This is an optimization exercise on Yosys and OpenROAD, whose aim is small area, not a production implementation.
At most, simulation tests tie the RTL to the original design; equivalence was not proved.

==> flow/design.v <==
`timescale 1ns/1ps
module sw_top (
    input  logic          clk,
    input  logic          reset,
    input  logic          valid_i,
    input  logic [1:0]    data_ref_i,
    input  logic [1:0]    data_query_i,
    output logic          finish_o,
    output logic [20:0]   best_o
);
    logic [6:0]  cnt_q;      
    logic [5:0]  rp_q;       
    logic [3:0]  qp_q;       
    logic        bub_q;      
    logic        loaded, front, take, run, real_cell, row_end, first_row, front_row, done;
    assign loaded    = cnt_q[6];
    assign front     = (cnt_q[6:4] == 3'd0);
    assign take      = valid_i & ~loaded;
    assign run       = ~front;
    assign real_cell = run & ~bub_q;
    assign row_end   = (qp_q == 4'd0);
    assign first_row = (rp_q == 6'd1);
    assign front_row = ((rp_q[5:4] == 2'd0) & (rp_q[3:0] != 4'd0)) | (rp_q == 6'd16);
    assign done      = loaded & first_row & (qp_q == 4'd1);
    logic [31:0] qry_q;      
    logic [31:0] frt_q;      
    logic [95:0] bck_q;      
    always_ff @(posedge clk) begin
        if ((take & front) | run)
            qry_q <= {qry_q[29:0], run ? qry_q[31:30] : data_query_i};
        if ((take & front) | (real_cell & row_end & front_row))
            frt_q <= {frt_q[29:0], data_ref_i};
        if ((take & ~front) | (real_cell & row_end & ~front_row))
            bck_q <= {bck_q[93:0], data_ref_i};
    end
    logic [1:0] qbase, rbase;
    assign qbase = qry_q[31:30];
    assign rbase = front_row ? frt_q[31:30] : bck_q[95:94];
    logic [3:0] ring_q [0:15];
    logic [3:0] ring_in;
    always_ff @(posedge clk) begin
        ring_q[0] <= ring_in;
        for (int k = 1; k < 16; k++) ring_q[k] <= ring_q[k-1];
    end
    logic [5:0] hl_q;        
    logic [2:0] l_q;         
    logic       g_q;         
    logic [2:0] u;
    logic       f;
    logic [2:0] m4, d4, u_new, l_new;
    logic       zx, f_new, g_new;
    logic [5:0] h_new;
    always_comb begin
        if (first_row) begin
            u = 3'd2;
            f = 1'b0;
        end else begin
            u = ring_q[15][3:1];
            f = ring_q[15][0];
        end
        zx = (hl_q + {5'd0, g_q} + 6'd2) == {3'b0, l_q};
        if (rbase == qbase) begin
            m4 = 3'd6;
        end else begin
            m4 = 3'd3;
            if (u > m4) m4 = u;
            if (l_q > m4) m4 = l_q;
        end
        d4 = (zx && m4 == 3'd3) ? 3'd4 : m4;    
        f_new = (u == d4);
        g_new = (l_q == d4);
        u_new = d4 - l_q + {2'b0, g_q} + {2'b0, f_new};
        l_new = d4 - u + {2'b0, f} + {2'b0, g_new};
        h_new = hl_q + {3'b0, d4} - {3'b0, l_q} + {5'b0, g_q} - 6'd2;
        ring_in = real_cell ? {u_new, f_new} : ring_q[15];
    end
    always_ff @(posedge clk) begin
        if (row_end | ~run) begin
            hl_q <= '0;
            l_q  <= 3'd2;
            g_q  <= 1'b0;
        end else begin
            hl_q <= h_new;
            l_q  <= l_new;
            g_q  <= g_new;
        end
    end
    logic [5:0] bs_q;
    logic [5:0] br_q;
    logic [3:0] bc_q;
    logic       upd;
    assign upd = real_cell & ((h_new > bs_q) |
                 ((h_new == bs_q) & (qp_q != 4'd0) & ((bc_q == 4'd0) | (qp_q < bc_q))));
    always_ff @(posedge clk) begin
        if (!run) begin
            bs_q <= '0;
        end else if (upd) begin
            bs_q <= h_new;
            br_q <= rp_q;
            bc_q <= qp_q;
        end
    end
    logic [5:0]  osc_q;      
    logic [9:0]  opos_q;     
    logic        nz;
    assign nz = (osc_q != 6'd0);
    always_ff @(posedge clk) begin
        if (done) opos_q <= {br_q, bc_q};
    end
    always_ff @(posedge clk or posedge reset) begin
        if (reset) begin
            cnt_q <= '0;
            rp_q  <= 6'd1;
            qp_q  <= 4'd1;
            bub_q <= 1'b0;
            osc_q <= '0;
        end else begin
            if (done) begin
                cnt_q <= '0;
                osc_q <= bs_q;
            end else if (take) begin
                cnt_q <= cnt_q + 7'd1;
            end
            qp_q <= run ? qp_q + 4'd1 : 4'd1;
            if (run & row_end) begin
                if (!bub_q) rp_q <= rp_q + 6'd1;
                bub_q <= ~loaded & (rp_q[5:1] == 5'b01000);
            end
        end
    end
    assign finish_o = ~run & (qp_q == 4'd2);
    assign best_o   = {2'b00, osc_q,
                       nz & (opos_q[9:4] == 6'd0), nz ? opos_q[9:4] : 6'd0, 1'b0,
                       nz & (opos_q[3:0] == 4'd0), nz ? opos_q[3:0] : 4'd0};
endmodule
==> flow/config.mk <==
export PLATFORM = sky130hd
export DESIGN_NAME = sw_top
export DESIGN_NICKNAME = sw_top
export VERILOG_FILES = /design/flow/design.v
export SDC_FILE = /design/flow/constraint.sdc
export NUM_CORES = 4
export LEC_CHECK = 0
export CAP_MARGIN = 20
export CORE_MARGIN = 2
export CORE_UTILIZATION = 40
export CTS_BUF_LIST = sky130_fd_sc_hd__clkbuf_8
export CTS_CLUSTER_DIAMETER = 60
export CTS_CLUSTER_SIZE = 20
export SLEW_MARGIN = 20
==> flow/constraint.sdc <==
create_clock -name core_clock -period 11.0 [get_ports {clk}]
set_input_delay 2.2000 -clock core_clock [delete_from_list [all_inputs] [get_ports {clk}]]
set_output_delay 2.2000 -clock core_clock [all_outputs]
set_load 0.01 [all_outputs]
run.sh (not shown) runs the stock make flow with config.mk's settings and CLKGATE_MAP_FILE= SYNTH_SCRIPT=/design/flow/synth_recipe.tcl, a recipe that flattens the netlist after the stock synthesis.
The starting point went through all stages and came out clean.
==> next run, changes <==
==> flow/design.v (replaced) <==
`timescale 1ns/1ps
module sw_top (
    input  logic          clk,
    input  logic          reset,
    input  logic          valid_i,
    input  logic [1:0]    data_ref_i,
    input  logic [1:0]    data_query_i,
    output logic          finish_o,
    output logic [20:0]   best_o
);
    logic [6:0]  cnt_q;      
    logic [5:0]  row_q;      
    logic [3:0]  col_q;      
    logic        bub_q;      
    logic        loaded, front, take, run, real_cell, row_end, done;
    assign loaded    = cnt_q[6];
    assign front     = (cnt_q[6:4] == 3'd0);
    assign take      = valid_i & ~loaded;
    assign run       = (cnt_q[6:4] != 3'd0);
    assign real_cell = run & ~bub_q;
    assign row_end   = (col_q == 4'd15);
    assign done      = loaded & (row_q == 6'd0) & (col_q == 4'd0);
    logic [31:0] qry_q;      
    logic [31:0] frt_q;      
    logic [95:0] bck_q;      
    always_ff @(posedge clk) begin
        if ((take & front) | run)
            qry_q <= {qry_q[29:0], run ? qry_q[31:30] : data_query_i};
        if ((take & front) | (real_cell & row_end & ~row_q[4] & ~row_q[5]))
            frt_q <= {frt_q[29:0], data_ref_i};
        if ((take & ~front) | (real_cell & row_end & (row_q[4] | row_q[5])))
            bck_q <= {bck_q[93:0], data_ref_i};
    end
    logic [1:0] qbase, rbase;
    assign qbase = qry_q[31:30];
    assign rbase = (row_q[4] | row_q[5]) ? bck_q[95:94] : frt_q[31:30];
    logic [3:0] ring_q [0:15];
    logic [3:0] ring_in;
    always_ff @(posedge clk) begin
        ring_q[0] <= ring_in;
        for (int k = 1; k < 16; k++) ring_q[k] <= ring_q[k-1];
    end
    logic [5:0] hl_q;        
    logic [2:0] l_q;         
    logic       g_q;         
    logic [2:0] u;
    logic       f;
    logic [2:0] m4, d4, u_new, l_new;
    logic       zx, f_new, g_new;
    logic [5:0] h_new;
    always_comb begin
        if (row_q == 6'd0) begin
            u = 3'd2;
            f = 1'b0;
        end else begin
            u = ring_q[15][3:1];
            f = ring_q[15][0];
        end
        zx = (hl_q + {5'd0, g_q} + 6'd2) == {3'b0, l_q};
        if (rbase == qbase) begin
            m4 = 3'd6;
        end else begin
            m4 = 3'd3;
            if (u > m4) m4 = u;
            if (l_q > m4) m4 = l_q;
        end
        d4 = (zx && m4 == 3'd3) ? 3'd4 : m4;    
        f_new = (u == d4);
        g_new = (l_q == d4);
        u_new = d4 - l_q + {2'b0, g_q} + {2'b0, f_new};
        l_new = d4 - u + {2'b0, f} + {2'b0, g_new};
        h_new = hl_q + {3'b0, d4} - {3'b0, l_q} + {5'b0, g_q} - 6'd2;
        ring_in = real_cell ? {u_new, f_new} : ring_q[15];
    end
    always_ff @(posedge clk) begin
        if (row_end | ~run) begin
            hl_q <= '0;
            l_q  <= 3'd2;
            g_q  <= 1'b0;
        end else begin
            hl_q <= h_new;
            l_q  <= l_new;
            g_q  <= g_new;
        end
    end
    logic [5:0] bs_q;
    logic [5:0] br_q;
    logic [3:0] bc_q;
    logic       upd;
    assign upd = real_cell & ({h_new, ~col_q} > {bs_q, ~bc_q});
    always_ff @(posedge clk) begin
        if (!run) begin
            bs_q <= '0;
        end else if (upd) begin
            bs_q <= h_new;
            br_q <= row_q;
            bc_q <= col_q;
        end
    end
    logic [5:0]  osc_q;      
    logic [9:0]  opos_q;     
    logic        nz;
    assign nz = (osc_q != 6'd0);
    always_ff @(posedge clk) begin
        if (done) opos_q <= {br_q, bc_q};
    end
    always_ff @(posedge clk or posedge reset) begin
        if (reset) begin
            cnt_q <= '0;
            row_q <= '0;
            col_q <= '0;
            bub_q <= 1'b0;
            osc_q <= '0;
        end else begin
            if (done) begin
                cnt_q <= '0;
                osc_q <= bs_q;
            end else if (take) begin
                cnt_q <= cnt_q + 7'd1;
            end
            col_q <= run ? col_q + 4'd1 : 4'd0;
            if (run) begin
                if (row_end) begin
                    if (!bub_q) row_q <= row_q + 6'd1;
                    bub_q <= ~loaded & ((bub_q ? row_q[4] : row_q[3:0] == 4'd15));
                end
            end
        end
    end
    assign finish_o = ~run & (col_q == 4'd1);
    assign best_o   = {2'b00, osc_q,
                       nz ? ({1'b0, opos_q[9:4]} + 7'd1) : 7'd0, 1'b0,
                       nz ? ({1'b0, opos_q[3:0]} + 5'd1) : 5'd0};
endmodule
Outcome:
- final area went up by 1.2%
- register-to-register slack gets worse by 0.08 ns
- final cell count went up by 2.6%
- global-route usage went up by 0.20 points
- critical path depth went down by 1
- routed wire length went up by 0.34%
- synthesized area went up by 0.83%
- via count went up by 2.4%
- setup slack gets worse by 0.082 ns
No run of this note included a check of the RTL's function; only the layout flow was run.

========
Another version of the RTL of sw_top (not shown whole).
Size: ~540 cells after synthesis, about 280 flip-flops, roughly 29 I/O pins, ~9400 um2 of cells after synthesis.
==> module sw_top, before the edit <==
module sw_top (
    input  logic          clk,
    input  logic          reset,
    input  logic          valid_i,
    input  logic [1:0]    data_ref_i,
    input  logic [1:0]    data_query_i,
    output logic          finish_o,
    output logic [20:0]   best_o
);
    logic [6:0]  cnt_q;      
    logic [5:0]  rp_q;       
    logic [3:0]  qp_q;       
    logic        bub_q;      
    logic        loaded, front, take, run, real_cell, row_end, first_row, front_row, first_cell, done;
    assign loaded    = cnt_q[6];
    assign front     = (cnt_q[6:4] == 3'd0);
    assign take      = valid_i & ~loaded;
    assign run       = ~front;
    assign real_cell = run & ~bub_q;
    assign row_end   = (qp_q == 4'd0);
    assign first_row = (rp_q == 6'd1);
    assign front_row = ((rp_q[5:4] == 2'd0) & (rp_q[3:0] != 4'd0)) | (rp_q == 6'd16);
    assign first_cell = first_row & (qp_q == 4'd1);
    assign done      = loaded & first_cell;
    logic [31:0] qry_q;      
    logic [31:0] frt_q;      
    logic [95:0] bck_q;      
    always_ff @(posedge clk) begin
        if ((take & front) | run)
            qry_q <= {qry_q[29:0], run ? qry_q[31:30] : data_query_i};
        if ((take & front) | (real_cell & row_end & front_row))
            frt_q <= {frt_q[29:0], data_ref_i};
        if ((take & ~front) | (real_cell & row_end & ~front_row))
            bck_q <= {bck_q[93:0], data_ref_i};
    end
    logic [1:0] qbase, rbase;
    assign qbase = qry_q[31:30];
    assign rbase = front_row ? frt_q[31:30] : bck_q[95:94];
    logic [3:0] ring_q [0:15];
    logic [3:0] ring_in;
    always_ff @(posedge clk) begin
        ring_q[0] <= ring_in;
        for (int k = 1; k < 16; k++) ring_q[k] <= ring_q[k-1];
    end
    logic [5:0] hl_q;        
    logic [2:0] vv_q;        
    logic       g_q;         
    logic [2:0] dd;
    logic       f;
    logic [2:0] u, l, d4, dd_new, vv_new;
    logic       zx, f_new, g_new, uh, lh, ul, lu;
    logic [5:0] h_new;
    always_comb begin
        if (first_row) begin
            dd = 3'd2;
            f  = 1'b0;
        end else begin
            dd = ring_q[15][3:1];
            f  = ring_q[15][0];
        end
        u = dd + {2'b0, f};
        l = vv_q + {2'b0, g_q};
        zx = (hl_q[5:3] == 3'd0) & (vv_q[2] | vv_q[1]) &
             (hl_q[2:0] == {vv_q[2] & vv_q[1], ~vv_q[1], vv_q[0]});
        uh = u[2];                       
        lh = l[2];                       
        ul = 1'b1;
        lu = 1'b1;
        for (int k = 0; k < 3; k++) begin
            ul = (u[k] & ~l[k]) | ((u[k] | ~l[k]) & ul);
            lu = (l[k] & ~u[k]) | ((l[k] | ~u[k]) & lu);
        end
        if (rbase == qbase) begin
            d4    = 3'd6;
            f_new = (u == 3'd6);
            g_new = (l == 3'd6);
        end else if (uh | lh) begin
            d4    = ul ? u : l;
            f_new = ul;
            g_new = lu;
        end else begin
            d4    = zx ? 3'd4 : 3'd3;   
            f_new = ~zx & (u == 3'd3);
            g_new = ~zx & (l == 3'd3);
        end
        dd_new = d4 - vv_q;
        vv_new = d4 - dd;
        h_new  = hl_q + {3'b0, dd_new} - 6'd2;
        ring_in = real_cell ? {dd_new, f_new} : ring_q[15];
    end
    always_ff @(posedge clk) begin
        if (row_end | ~run) begin
            hl_q <= '0;
            vv_q <= 3'd2;
            g_q  <= 1'b0;
        end else begin
            hl_q <= h_new;
            vv_q <= vv_new;
            g_q  <= g_new;
        end
    end
    logic [5:0] bs_q;
    logic [5:0] br_q;
    logic [3:0] bc_q;
    logic       upd;
    logic       tie;         
    logic       c_col, c_sc;
    always_comb begin
        c_col = 1'b0;
        for (int k = 0; k < 4; k++) c_col = (bc_q[k] & ~qp_q[k]) | ((bc_q[k] | ~qp_q[k]) & c_col);
        tie = (qp_q != 4'd0) & ((bc_q == 4'd0) | c_col);
        c_sc = tie;
        for (int k = 0; k < 6; k++) c_sc = (h_new[k] & ~bs_q[k]) | ((h_new[k] | ~bs_q[k]) & c_sc);
    end
    assign upd = real_cell & (first_cell | c_sc);
    always_ff @(posedge clk) begin
        if (upd) begin
            bs_q <= h_new;
            br_q <= rp_q;
            bc_q <= qp_q;
        end
    end
    logic [6:0]  cnt_inc;
    assign cnt_inc = cnt_q + {6'd0, take};
    logic [5:0]  osc_q;      
    logic [9:0]  opos_q;     
    logic        nz;
    assign nz = (osc_q != 6'd0);
    always_ff @(posedge clk) begin
        if (done) opos_q <= {br_q, bc_q};
    end
    always_ff @(posedge clk or posedge reset) begin
        if (reset) begin
            cnt_q <= '0;
            rp_q  <= 6'd1;
            qp_q  <= 4'd1;
            bub_q <= 1'b0;
            osc_q <= '0;
        end else begin
            cnt_q <= {cnt_inc[6] & ~done, cnt_inc[5:0]};
            if (done) osc_q <= bs_q;
            qp_q <= run ? qp_q + 4'd1 : 4'd1;
            rp_q <= rp_q + {5'd0, real_cell & row_end};
            if (run & row_end) begin
                bub_q <= ~loaded & (rp_q[5:1] == 5'b01000);
            end
        end
    end
    assign finish_o = ~run & (qp_q == 4'd2);
    assign best_o   = {2'b00, osc_q,
                       nz & (opos_q[9:4] == 6'd0), nz ? opos_q[9:4] : 6'd0, 1'b0,
                       nz & (opos_q[3:0] == 4'd0), nz ? opos_q[3:0] : 4'd0};
endmodule
export LEC_CHECK = 0
export CAP_MARGIN = 20
export CORE_MARGIN = 2
export CORE_UTILIZATION = 40
export SLEW_MARGIN = 20
create_clock -name core_clock -period 11.0 [get_ports {clk}]
standard.sh (not shown) runs the stock make flow with config.mk's settings and CLKGATE_MAP_FILE= SYNTH_SCRIPT=/design/flow/synth_recipe.tcl, a recipe that flattens the netlist after the stock synthesis.
==> flow/flow/run.sh <==
#!/bin/bash
# The standard layout (the standard.sh: unchanged synthesis, floorplan,
# power grid and placement) with two knobs changed:
#  - port buffers are sky130_fd_sc_hd__buf_1 instead of the default pick
#  - clock tree synthesis with these options and no dummy loads
# The run's full output goes to standard.log here; ORFS's own per-step logs
# are under orfs/logs/.
set -euo pipefail
export BUFFER_PORTS_ARGS="-buffer_cell sky130_fd_sc_hd__buf_1"
export CTS_ARGS="-sink_clustering_enable -repair_clock_nets -sink_clustering_size 20 -sink_clustering_max_diameter 60 -buf_list sky130_fd_sc_hd__clkbuf_8 -dont_use_dummy_load"
bash standard.sh > standard.log 2>&1
The first run finished clean.
Edit:
--- a/flow/design.v
+++ b/flow/design.v
@@ -13,5 +13,5 @@
     logic [3:0]  qp_q;       
     logic        bub_q;      
-    logic        loaded, front, take, run, real_cell, row_end, first_row, front_row, first_cell, done;
+    logic        loaded, front, take, run, real_cell, row_end, first_row, front_row, done;
     assign loaded    = cnt_q[6];
     assign front     = (cnt_q[6:4] == 3'd0);
@@ -22,6 +22,5 @@
     assign first_row = (rp_q == 6'd1);
     assign front_row = ((rp_q[5:4] == 2'd0) & (rp_q[3:0] != 4'd0)) | (rp_q == 6'd16);
-    assign first_cell = first_row & (qp_q == 4'd1);
-    assign done      = loaded & first_cell;
+    assign done      = loaded & first_row & (qp_q == 4'd1);
     logic [31:0] qry_q;      
     logic [31:0] frt_q;      
@@ -50,5 +49,5 @@
     logic       f;
     logic [2:0] u, l, d4, dd_new, vv_new;
-    logic       zx, f_new, g_new, uh, lh, ul, lu;
+    logic       zx, f_new, g_new, uh, lh, ul;
     logic [5:0] h_new;
     always_comb begin
@@ -66,10 +65,5 @@
         uh = u[2];                       
         lh = l[2];                       
-        ul = 1'b1;
-        lu = 1'b1;
-        for (int k = 0; k < 3; k++) begin
-            ul = (u[k] & ~l[k]) | ((u[k] | ~l[k]) & ul);
-            lu = (l[k] & ~u[k]) | ((l[k] | ~u[k]) & lu);
-        end
+        ul = (u >= l);
         if (rbase == qbase) begin
             d4    = 3'd6;
@@ -79,5 +73,5 @@
             d4    = ul ? u : l;
             f_new = ul;
-            g_new = lu;
+            g_new = (l >= u);
         end else begin
             d4    = zx ? 3'd4 : 3'd3;   
@@ -105,16 +99,10 @@
     logic [3:0] bc_q;
     logic       upd;
-    logic       tie;         
-    logic       c_col, c_sc;
-    always_comb begin
-        c_col = 1'b0;
-        for (int k = 0; k < 4; k++) c_col = (bc_q[k] & ~qp_q[k]) | ((bc_q[k] | ~qp_q[k]) & c_col);
-        tie = (qp_q != 4'd0) & ((bc_q == 4'd0) | c_col);
-        c_sc = tie;
-        for (int k = 0; k < 6; k++) c_sc = (h_new[k] & ~bs_q[k]) | ((h_new[k] | ~bs_q[k]) & c_sc);
-    end
-    assign upd = real_cell & (first_cell | c_sc);
+    assign upd = real_cell & ((h_new > bs_q) |
+                 ((h_new == bs_q) & (qp_q != 4'd0) & ((bc_q == 4'd0) | (qp_q < bc_q))));
     always_ff @(posedge clk) begin
-        if (upd) begin
+        if (!run) begin
+            bs_q <= '0;
+        end else if (upd) begin
             bs_q <= h_new;
             br_q <= rp_q;
- The changed run passed the timing, DRC and antenna checks
- core utilization drops by 0.58 points
- register-to-register slack gets worse by 750 ps
- cell count rose by a few percent
- cell area increases slightly
Only the layout flow was run in the first run of this note; the RTL was not checked for function there.

==> static timing again, ports no longer ideal <==
How much do the figures lean on ideal ports? The routed layouts below were timed once more, with nothing changed but the port constraints.
Step 1, drivers: a clkbuf_16 drives clk and a buf_2 each remaining input, both assumed.
Step 2, shift: input delay + t, output delay - t, t = (earliest + latest rising clock arrival at the registers) / 2. This alone moves slack from input paths to output paths.
Slacks: ideal ports / drivers / drivers and shift; pairs: ideal ports / drivers.
run	shift t [ns]	setup slack, ns	worst setup path at the end	worst register clock-pin slew, ns	pins driven straight from the clock port
the first run of note 1	0.544	4.419 / 4.419 / 4.419	register to register	0.12 / 0.12	1
the second run of note 1	0.572	4.336 / 4.336 / 4.336	register to register	0.12 / 0.12	1
the first run of note 2	0.534	4.051 / 4.051 / 4.051	register to register	0.11 / 0.11	1
the second run of note 2	0.539	3.303 / 3.303 / 3.303	register to register	0.12 / 0.12	1
After both steps setup and hold are still met in every run listed.
